Context: an optimization exercise on an open-source flow, tuned for small area, a short achievable clock period and few clock cycles per item. The choices shown serve that exercise and are no tape-out recipe.
Only simulation tests tie the RTL to the original design; equivalence was not proved.
Power is estimated from default activity; no workload was simulated.

--- run.sh ---
#!/bin/bash
# synth_recipe.tcl (not shown) runs the flow's synth.tcl, then flattens the netlist and writes it again
# the make line also repeats each setting of config.mk as NAME=value (left out here)
make -C /OpenROAD-flow-scripts/flow DESIGN_CONFIG=/design/flow/config.mk WORK_HOME=/design/flow/orfs CLKGATE_MAP_FILE= SYNTH_SCRIPT=/design/flow/synth_recipe.tcl finish
--- design.v ---
package fra_pkg;
  localparam int OPERAND_BITS_DEF = 16;   
  localparam int FIELD_W          = 16;   
  localparam int RES_NUM_W        = 33;
  localparam int RES_DEN_W        = 32;
  typedef enum logic [1:0] {
    OP_ADD = 2'd0,
    OP_SUB = 2'd1,
    OP_MUL = 2'd2,
    OP_DIV = 2'd3
  } fra_op_e;
  typedef enum logic {
    STATUS_OK   = 1'b0,
    STATUS_ZERO = 1'b1
  } fra_status_e;
  typedef enum logic [3:0] {
    ST_IDLE,   
    ST_MA,     
    ST_MB,     
    ST_MC,     
    ST_MD,     
    ST_CHK,    
    ST_LOOP,   
    ST_GCD,    
    ST_DIVN,   
    ST_DIVD,   
    ST_WR      
  } fra_state_e;
  typedef struct packed {
    fra_op_e            opcode;
    logic signed [15:0] num_a;
    logic signed [15:0] den_a;
    logic signed [15:0] num_b;
    logic signed [15:0] den_b;
  } fra_in_t;
  typedef struct packed {
    logic signed [RES_NUM_W-1:0] res_num;
    logic signed [RES_DEN_W-1:0] res_den;
    fra_status_e                 status;
  } fra_out_t;
endpackage
module fra_mul #(
  parameter int OPERAND_BITS = 16
) (
  input  logic                      clk_i,
  input  logic                      en_i,
  input  logic                      x_neg_i,
  input  logic [OPERAND_BITS-1:0]   x_mag_i,
  input  logic                      y_neg_i,
  input  logic [OPERAND_BITS-1:0]   y_mag_i,
  output logic                      p_neg_o,
  output logic [2*OPERAND_BITS-1:0] p_mag_o
);
  logic                      p_neg_q;
  logic [2*OPERAND_BITS-1:0] p_mag_q;
  always_ff @(posedge clk_i) begin
    if (en_i) begin
      p_mag_q <= (2*OPERAND_BITS)'(x_mag_i) * (2*OPERAND_BITS)'(y_mag_i);
      p_neg_q <= (x_neg_i != y_neg_i) && (x_mag_i != '0) && (y_mag_i != '0);
    end
  end
  assign p_neg_o = p_neg_q;
  assign p_mag_o = p_mag_q;
endmodule
module fra_div #(
  parameter int W = 33
) (
  input  logic         clk_i,
  input  logic         rst_ni,
  input  logic         start_i,
  input  logic [W-1:0] dividend_i,
  input  logic [W-1:0] divisor_i,
  output logic         done_o,
  output logic [W-1:0] quo_o,
  output logic [W-1:0] rem_o
);
  localparam int CW = $clog2(W + 1);
  logic          busy_q, done_q;
  logic [CW-1:0] cnt_q;
  logic [W-1:0]  quo_q, rem_q, dvs_q;
  logic [W:0]    shifted;
  logic [W+1:0]  diff;
  logic          fits;
  assign shifted = {rem_q, quo_q[W-1]};
  assign diff    = {1'b0, shifted} - {2'b00, dvs_q};
  assign fits    = !diff[W+1];
  always_ff @(posedge clk_i or negedge rst_ni) begin
    if (!rst_ni) begin
      busy_q <= 1'b0;
      done_q <= 1'b0;
      cnt_q  <= '0;
    end else begin
      done_q <= 1'b0;
      if (start_i) begin
        busy_q <= 1'b1;
        cnt_q  <= CW'(W);
      end else if (busy_q) begin
        cnt_q <= cnt_q - 1'b1;
        if (cnt_q == CW'(1)) begin
          busy_q <= 1'b0;
          done_q <= 1'b1;
        end
      end
    end
  end
  always_ff @(posedge clk_i) begin
    if (start_i) begin
      quo_q <= dividend_i;
      rem_q <= '0;
      dvs_q <= divisor_i;
    end else if (busy_q) begin
      rem_q <= fits ? diff[W-1:0] : shifted[W-1:0];
      quo_q <= {quo_q[W-2:0], fits};
    end
  end
  assign done_o = done_q;
  assign quo_o  = quo_q;
  assign rem_o  = rem_q;
endmodule
module fraction_arith_reduce #(
  parameter int OPERAND_BITS = fra_pkg::OPERAND_BITS_DEF
) (
  input  logic             clk_i,
  input  logic             rst_ni,
  input  logic             in_valid_i,
  output logic             in_stall_o,
  input  fra_pkg::fra_in_t in_data_i,
  output logic             out_valid_o,
  input  logic             out_stall_i,
  output fra_pkg::fra_out_t out_data_o
);
  localparam int OB  = OPERAND_BITS;
  localparam int PW  = 2 * OB;        
  localparam int W   = 2 * OB + 1;    
  localparam int NW  = fra_pkg::RES_NUM_W;
  localparam int DW  = fra_pkg::RES_DEN_W;
  localparam int FW  = fra_pkg::FIELD_W;
  fra_pkg::fra_state_e state_q, state_d;
  logic [FW-1:0]  fld   [4];
  logic [OB-1:0]  raw   [4];
  logic [OB-1:0]  mag_in[4];
  logic           neg_in[4];
  logic [OB+FW-1:0] ext [4];
  assign fld[0] = in_data_i.num_a;
  assign fld[1] = in_data_i.den_a;
  assign fld[2] = in_data_i.num_b;
  assign fld[3] = in_data_i.den_b;
  always_comb begin
    for (int i = 0; i < 4; i++) begin
      ext[i]    = {{OB{1'b0}}, fld[i]};
      raw[i]    = ext[i][OB-1:0];
      neg_in[i] = raw[i][OB-1];
      mag_in[i] = neg_in[i] ? OB'(-raw[i]) : raw[i];
    end
  end
  fra_pkg::fra_op_e op_q;
  logic          a_neg_q, b_neg_q, c_neg_q, d_neg_q;
  logic [OB-1:0] a_mag_q, b_mag_q, c_mag_q, d_mag_q;
  logic         num_neg_q, den_neg_q;
  logic [W-1:0] num_mag_q, den_mag_q, x_mag_q, y_mag_q;
  logic [W-1:0] rn_mag_q;
  logic         err_q;
  logic      in_xfer;
  logic      out_load;
  assign in_xfer = in_valid_i && !in_stall_o;
  logic          mul_en;
  logic          mx_neg, my_neg, p_neg;
  logic [OB-1:0] mx_mag, my_mag;
  logic [PW-1:0] p_mag;
  fra_mul #(.OPERAND_BITS(OB)) u_mul (
    .clk_i   (clk_i),
    .en_i    (mul_en),
    .x_neg_i (mx_neg),
    .x_mag_i (mx_mag),
    .y_neg_i (my_neg),
    .y_mag_i (my_mag),
    .p_neg_o (p_neg),
    .p_mag_o (p_mag)
  );
  logic         div_start, div_done;
  logic [W-1:0] div_n, div_d, div_quo, div_rem;
  fra_div #(.W(W)) u_div (
    .clk_i      (clk_i),
    .rst_ni     (rst_ni),
    .start_i    (div_start),
    .dividend_i (div_n),
    .divisor_i  (div_d),
    .done_o     (div_done),
    .quo_o      (div_quo),
    .rem_o      (div_rem)
  );
  logic addsub;
  assign addsub = (op_q == fra_pkg::OP_ADD) || (op_q == fra_pkg::OP_SUB);
  always_comb begin
    state_d = state_q;
    unique case (state_q)
      fra_pkg::ST_IDLE: if (in_xfer) state_d = fra_pkg::ST_MA;
      fra_pkg::ST_MA:   state_d = fra_pkg::ST_MB;
      fra_pkg::ST_MB:   state_d = addsub ? fra_pkg::ST_MC : fra_pkg::ST_MD;
      fra_pkg::ST_MC:   state_d = fra_pkg::ST_MD;
      fra_pkg::ST_MD:   state_d = fra_pkg::ST_CHK;
      fra_pkg::ST_CHK: begin
        if (num_mag_q == '0 && den_mag_q == '0) state_d = fra_pkg::ST_WR;
        else                                    state_d = fra_pkg::ST_LOOP;
      end
      fra_pkg::ST_LOOP: state_d = (y_mag_q == '0) ? fra_pkg::ST_DIVN : fra_pkg::ST_GCD;
      fra_pkg::ST_GCD:  if (div_done) state_d = fra_pkg::ST_LOOP;
      fra_pkg::ST_DIVN: if (div_done) state_d = fra_pkg::ST_DIVD;
      fra_pkg::ST_DIVD: if (div_done) state_d = fra_pkg::ST_WR;
      fra_pkg::ST_WR:   if (out_load) state_d = fra_pkg::ST_IDLE;
      default:          state_d = fra_pkg::ST_IDLE;
    endcase
  end
  always_comb begin
    in_stall_o = 1'b1;
    mul_en     = 1'b0;
    mx_neg     = a_neg_q;
    mx_mag     = a_mag_q;
    my_neg     = d_neg_q;
    my_mag     = d_mag_q;
    div_start  = 1'b0;
    div_n      = x_mag_q;
    div_d      = y_mag_q;
    out_load   = 1'b0;
    unique case (state_q)
      fra_pkg::ST_IDLE: in_stall_o = 1'b0;
      fra_pkg::ST_MA: begin
        mul_en = 1'b1;
        if (op_q == fra_pkg::OP_MUL) begin
          my_neg = c_neg_q;
          my_mag = c_mag_q;
        end
      end
      fra_pkg::ST_MB: begin
        mul_en = 1'b1;
        if (addsub) begin
          mx_neg = c_neg_q;  mx_mag = c_mag_q;
          my_neg = b_neg_q;  my_mag = b_mag_q;
        end else begin
          mx_neg = b_neg_q;  mx_mag = b_mag_q;
          if (op_q == fra_pkg::OP_DIV) begin
            my_neg = c_neg_q;  my_mag = c_mag_q;
          end
        end
      end
      fra_pkg::ST_MC: begin
        mul_en = 1'b1;
        mx_neg = b_neg_q;
        mx_mag = b_mag_q;
      end
      fra_pkg::ST_LOOP: begin
        div_start = 1'b1;
        if (y_mag_q == '0) begin
          div_n = num_mag_q;
          div_d = x_mag_q;
        end
      end
      fra_pkg::ST_DIVN: begin
        div_start = div_done;
        div_n     = den_mag_q;
        div_d     = x_mag_q;
      end
      fra_pkg::ST_WR: out_load = !out_valid_o || !out_stall_i;
      default: ;
    endcase
  end
  logic         q_neg, s_neg;
  logic [W-1:0] q_mag, s_mag;
  always_comb begin
    q_mag = W'(p_mag);
    q_neg = (op_q == fra_pkg::OP_SUB && p_mag != '0) ? !p_neg : p_neg;
    if (num_neg_q == q_neg) begin
      s_mag = num_mag_q + q_mag;
      s_neg = num_neg_q;
    end else if (num_mag_q >= q_mag) begin
      s_mag = num_mag_q - q_mag;
      s_neg = num_neg_q;
    end else begin
      s_mag = q_mag - num_mag_q;
      s_neg = q_neg;
    end
    if (s_mag == '0) s_neg = 1'b0;
  end
  logic            rn_neg, rd_neg;
  logic [W+NW-1:0] rn_ext;
  logic [W+DW-1:0] rd_ext;
  fra_pkg::fra_out_t res;
  always_comb begin
    rn_neg = (rn_mag_q != '0) && (num_neg_q != den_neg_q);
    rd_neg = 1'b0;
    rn_ext = {{NW{1'b0}}, rn_mag_q};
    rd_ext = {{DW{1'b0}}, div_quo};
    if (rn_neg) rn_ext = -rn_ext;
    if (rd_neg) rd_ext = -rd_ext;
    if (err_q) begin
      res.res_num = '0;
      res.res_den = '0;
      res.status  = fra_pkg::STATUS_ZERO;
    end else begin
      res.res_num = rn_ext[NW-1:0];
      res.res_den = rd_ext[DW-1:0];
      res.status  = fra_pkg::STATUS_OK;
    end
  end
  logic out_valid_q;
  fra_pkg::fra_out_t out_data_q;
  always_ff @(posedge clk_i or negedge rst_ni) begin
    if (!rst_ni) begin
      state_q     <= fra_pkg::ST_IDLE;
      out_valid_q <= 1'b0;
    end else begin
      state_q <= state_d;
      if (out_load)          out_valid_q <= 1'b1;
      else if (!out_stall_i) out_valid_q <= 1'b0;
    end
  end
  always_ff @(posedge clk_i) begin
    if (in_xfer) begin
      op_q    <= in_data_i.opcode;
      a_neg_q <= neg_in[0];  a_mag_q <= mag_in[0];
      b_neg_q <= neg_in[1];  b_mag_q <= mag_in[1];
      c_neg_q <= neg_in[2];  c_mag_q <= mag_in[2];
      d_neg_q <= neg_in[3];  d_mag_q <= mag_in[3];
    end
    unique case (state_q)
      fra_pkg::ST_MB: begin
        num_mag_q <= W'(p_mag);
        num_neg_q <= p_neg;
        den_mag_q <= W'(p_mag);   
        den_neg_q <= p_neg;
      end
      fra_pkg::ST_MC: begin
        num_mag_q <= s_mag;
        num_neg_q <= s_neg;
      end
      fra_pkg::ST_MD: begin
        den_mag_q <= W'(p_mag);
        den_neg_q <= p_neg;
      end
      fra_pkg::ST_CHK: begin
        err_q   <= (num_mag_q == '0) && (den_mag_q == '0);
        x_mag_q <= num_mag_q;
        y_mag_q <= den_mag_q;
      end
      fra_pkg::ST_GCD: begin
        if (div_done) begin
          x_mag_q <= y_mag_q;
          y_mag_q <= div_rem;
        end
      end
      fra_pkg::ST_DIVN: if (div_done) rn_mag_q <= div_quo;
      default: ;
    endcase
    if (out_load) out_data_q <= res;
  end
  assign out_valid_o = out_valid_q;
  assign out_data_o  = out_data_q;
endmodule
module fra_top (
  input  logic        clk_i,
  input  logic        rst_ni,
  input  logic        in_valid_i,
  output logic        in_stall_o,
  input  logic [1:0]  in_op_i,
  input  logic [15:0] in_num_a_i,
  input  logic [15:0] in_den_a_i,
  input  logic [15:0] in_num_b_i,
  input  logic [15:0] in_den_b_i,
  output logic        out_valid_o,
  input  logic        out_stall_i,
  output logic [32:0] out_num_o,
  output logic [31:0] out_den_o,
  output logic        out_status_o
);
  fra_pkg::fra_in_t  in_data;
  fra_pkg::fra_out_t out_data;
  assign in_data.opcode = fra_pkg::fra_op_e'(in_op_i);
  assign in_data.num_a  = in_num_a_i;
  assign in_data.den_a  = in_den_a_i;
  assign in_data.num_b  = in_num_b_i;
  assign in_data.den_b  = in_den_b_i;
  fraction_arith_reduce u_core (
    .clk_i       (clk_i),
    .rst_ni      (rst_ni),
    .in_valid_i  (in_valid_i),
    .in_stall_o  (in_stall_o),
    .in_data_i   (in_data),
    .out_valid_o (out_valid_o),
    .out_stall_i (out_stall_i),
    .out_data_o  (out_data)
  );
  assign out_num_o    = out_data.res_num;
  assign out_den_o    = out_data.res_den;
  assign out_status_o = out_data.status;
endmodule
--- constraint.sdc ---
create_clock -name core_clock -period 10.0 [get_ports {clk_i}]
set_input_delay 2.0000 -clock core_clock [delete_from_list [all_inputs] [get_ports {clk_i}]]
set_output_delay 2.0000 -clock core_clock [all_outputs]
set_load 0.01 [all_outputs]
--- config.mk ---
export PLATFORM = sky130hd
export DESIGN_NAME = fra_top
export DESIGN_NICKNAME = fra_top
export VERILOG_FILES = /design/flow/design.v
export SDC_FILE = /design/flow/constraint.sdc
export NUM_CORES = 4
export LEC_CHECK = 0
export CAP_MARGIN = 20
export CORE_MARGIN = 2
export CORE_UTILIZATION = 40
export SLEW_MARGIN = 20
==> impl_summary.txt <==
----------------------------------------------------
[Outcome]
  Run status ... timing/DRC/antenna clean

[Synth]
  Basic-gate share of the synthesized area counting and, or, nand and nor cells ... 15.4%
  Cell type with the largest total area after synthesis ... edfxtp_1
  Synth Area in XOR/XNOR ... 4.24%
  Fraction of registers with async set or reset after synthesis ... 2.90%
  Dominant register cell in the synthesized netlist ... edfxtp_1
  Mux contribution to synthesized area ... 2.75%
  Post-synthesis net count ... 4,184
  Proportion of synthesized chip area in sequential cells ... 37.2%
  Share of synthesized cell area in full adder, half adder and majority cells ... 19.9%
  Synth Cell Area ... 35,100 um2
  Number of flops mapped to enable cells by yosys ... 402
  Mean Syn Cell Area ... 9.55 um2
  Combinational family with the most area after synthesis ... adder cells
  Cell types occupying the most area after synthesis ... edfxtp_1 (34%), fa_1 (11%), ha_1 (8.6%)
  Number of distinct library cells after synthesis ... 86
  Area fraction in compound gates after synthesis ... 14.4%
  Number of standard cells after synthesis ... 3,675
  Yosys reg bits ... 448
  Yosys warning count ... 8
  Share of the synthesized area in the top cell type ... 34.4%

[Setup path]
  Slowest-stage cell, CP ... and2_1
  Classification of the worst setup path ... reg -> reg
  Most common cell on crit path ... fa_1
  Required arrival time at the worst endpoint ... 10.36 ns
  Worst-path fanout max ... 20
  Arrival time worst endpoint ... 9.72 ns
  Setup crit end kind ... flop
  Peak per-stage delay on the critical path ... 0.72 ns
  Critical path launch point type ... flop

[Floorplanning]
  Floorplan die width ... 300 um
  Core Box Area ... 86,900 um2
  Number of top-level design ports ... 138
  Count of standard-cell rows ... 108
  Overall die height ... 300 um
  Starting Density ... 40.4%
  Total die area ... 90,200 um2

[Clock tree]
  CTS buffer count ... 50
  Clock tree from TritonCTS ... yes
  Clock-pin transition on the worst setup and hold timing paths ... 0.06 ns
  Maximum clock path buffer count ... 3
  Latest clock arrival within the worst-skew pair ... 0.62 ns
  Number of clock sinks seen by CTS ... 448
  Number of gates given a new drive strength after cts ... 0
  Post CTS Setup Buffer Count ... 0
  Maximum level of the CTS H-tree ... 2
  Hold_buf cts ... 0
  Root Buffer Master ... clkbuf_16

[Final layout]
  Nets@finish ... 4,275
  Final Cell Area ... 39,500 um2
  Layout Utilization ... 45.5%
  Share of post-route cells with drive strength above 1 ... 6.64%
  Synth-to-layout area growth ... 12.5%

[Min path]
  Type of the worst min-delay path ... reg -> reg

[Pwr]
  Worst VDD drop ... 0.000117 V
  Leakage power summed over all cells ... 15.7 nW
  Areal power density over the cells ... 99.9 nW/um2
  Overall power ... 0.00395 W

[Detailed routing]
  Detailed-routing iteration count for the pre-antenna-repair pass ... 5
  Number of design-rule violations left by the first detailed-router iteration ... 2,282
  Wire length reported by the detailed router ... 106,000 um
  Post-route ant nets ... 0
  Per-cell via count in the routed design ... 5.52
  Routed len/inst ... 21.3 um
  Final routed DRC violation total ... 0
  Routed vias ... 27,400

[Placed design]
  Setup slack at placement ... 0.643 ns
  Number of buffer cells added on primary ports ... 137
  HPWL reported at the end of detailed placement ... 83,000 um
  Cell Area, Placed ... 37,800 um2
  Placer Congestion ... 0.980

[GRT]
  Pin count of the biggest net entering global routing ... 88
  GRT overflow ... 0
  Antenna violations before repair ... 0
  Overall fraction of global-route tracks in use ... 23.3%
  First-pass GRT wire length ... 163,000 um
  Vias in the first global route ... 27,400

[Timing]
  Count of endpoints failing setup in the final report ... 0
  Final Cycle Share ... 93.6%
  Tmin final ... 9.36 ns
  Final-report max-slew violation count ... 0
  Final Worst Setup Slack ... 0.636 ns
  RSZ-0062 raised after global routing ... no
  Hold violation total from the final report ... 0
  Worst-Margin Slew ... 1.01 ns
  Highest achievable clock rate ... 107 MHz
  Final total negative setup slack ... 0 ns
  Worst clock skew ... 0.0195 ns
  Relative slew slack ... 32.1%

[Job]
  Max-cap violations ... 0

----------------------------------------------------
-- state kept, by name (all words and copies together), names as in the netlist, 4 cells and up --
name,flops
u_core.u_div.dvs_q,33
u_core.state_q,4
u_core.u_div.rem_q,33
u_core.u_div.cnt_q,6
u_core.c_mag_q,16
u_core.y_mag_q,33
u_core.b_mag_q,16
u_core.u_mul.p_mag_q,32
u_core.out_data_q,66
u_core.u_div.quo_q,33
u_core.a_mag_q,16
u_core.den_mag_q,32
u_core.num_mag_q,33
u_core.d_mag_q,16
u_core.rn_mag_q,33
u_core.x_mag_q,33
-- worst max-delay path, delay by kind of cell, from the launching register on --
kind	cells	cell delay, ns
buffers and inverters	4	0.40
xor gates and xnor gates	1	0.15
and+or+nand+nor	5	1.82
adders and majority gates	7	3.40
AOI/OAI and AO/OA	11	2.79
DFF	1	0.51
-- logic make-up after synthesis --
family	after synthesis
AO/OA/AOI/OAI	792
XOR/XNOR	170
adder cells (fa/ha/maj)	439
buffers and inverters	553
flip-flops	448
multiplexers	91
AND/OR/NAND/NOR	1182
-- Yosys cell counts (all sizes together), types with 36 or more instances --
cell type and n:
nand2 476, edfxtp 402, inv 390, nor2 319
ha 241, a21oi 222, o21ai 219, fa 198
xnor2 127, clkbuf 124, nor4 59, nor2b 54
a221oi 52, nor3 50, mux2i 47, mux2 44
xor2 43, a21o 41, buf 38, a211oi 37
or3 36
-- stage by stage --
| step | cells | hold slack [ns] |
|---|---|---|
| CTS | 4963 | 0.494 |
| global route | 4963 | 0.496 |
| detailed placement | 4869 | 0.482 |
| finish | 4964 | 0.483 |
| global placement | 4869 | 0.481 |
| floorplan | 3675 | 0.442 |
-- layout by cell type (no fill, tap or decap), types with 47 or more instances in the layout --
| cell | count |
|---|---|
| a21oi_1 | 220 |
| fa_1 | 198 |
| xnor2_1 | 126 |
| clkdlybuf4s50_1 | 137 |
| clkbuf_16 | 51 |
| o21ai_0 | 204 |
| mux2i_1 | 47 |
| buf_4 | 64 |
| nor2b_1 | 54 |
| nor4_1 | 57 |
| edfxtp_1 | 402 |
| a221oi_1 | 49 |
| nor2_1 | 317 |
| inv_1 | 389 |
| ha_1 | 241 |
| nand2_1 | 476 |
-- power breakdown --
part / internal (W) / total, W / switching [W]
registers: 0.00202 / 0.00202 / 0.0000000000000000000323
logic: 0.0000435 / 0.0000800 / 0.0000365
clock network: 0.00104 / 0.00185 / 0.000812
-- layer usage --
metal	up-vias	share of wire [%]	global-route usage, %
met2	946	48	40.5
li1	13000	-	-
met5	-	0	0
met1	13200	42	29.8
met3	213	5.4	2.44
met4	0	4.4	9.13
-- worst paths after layout --
kind,startpoint,to,slack [ns],depth (start not counted)
worst min register to register,u_core.u_div.quo_q[31],u_core.rn_mag_q[31],0.48,0
worst max register to register,u_core.state_q[1],u_core.u_mul.p_mag_q[30],0.64,28
worst max-delay path,u_core.state_q[1],u_core.u_mul.p_mag_q[30],0.64,28
max in group asynchronous,rst_ni,u_core.u_div.done_q,7.55,1
worst min-delay path,u_core.u_div.quo_q[31],u_core.rn_mag_q[31],0.48,0
min in group asynchronous,rst_ni,u_core.u_div.cnt_q[3],1.89,1
-- area by class of cell --
type / count / area (um2)
Clock inverter: 35 / 322
Multi-Input combinational cell: 2674 / 20000
Tap cell: 1155 / 1450
Antenna cell: 1 / 2.50
Sequential cell: 448 / 13100
Fill cell: 8354 / 47400
Inverter: 391 / 1470
Clock buffer: 59 / 1330
Timing Repair Buffer: 201 / 1850
Testbench counts, summed over its fixed seeds: cycles 925,293, items 3,200.

==> separate check: timing with driven ports <==
How much do the figures lean on ideal ports? The routed layout below was timed once more, with nothing changed but the port constraints. Step 1, drivers: a clkbuf_16 drives clk_i and a buf_2 each remaining input, both assumed. Step 2, shift: input delay + t, output delay - t, t = (earliest + latest rising clock arrival at the registers) / 2. This alone moves slack from input paths to output paths. Three values: ideal, step 1, step 2; two values: the first two.
t (ns): 0.672
setup slack, ns: 0.636 / 0.636 / 0.636
latest minus earliest clock arrival (ns): 0.020 / 0.020
worst register clock-pin slew, ns: 0.07 / 0.07
worst data-port slew with drivers (ns): 0.07
After both steps this run still meets setup and hold. The setup slack of this run moves by 0.000 ns with the drivers and by 0.000 ns with both steps.
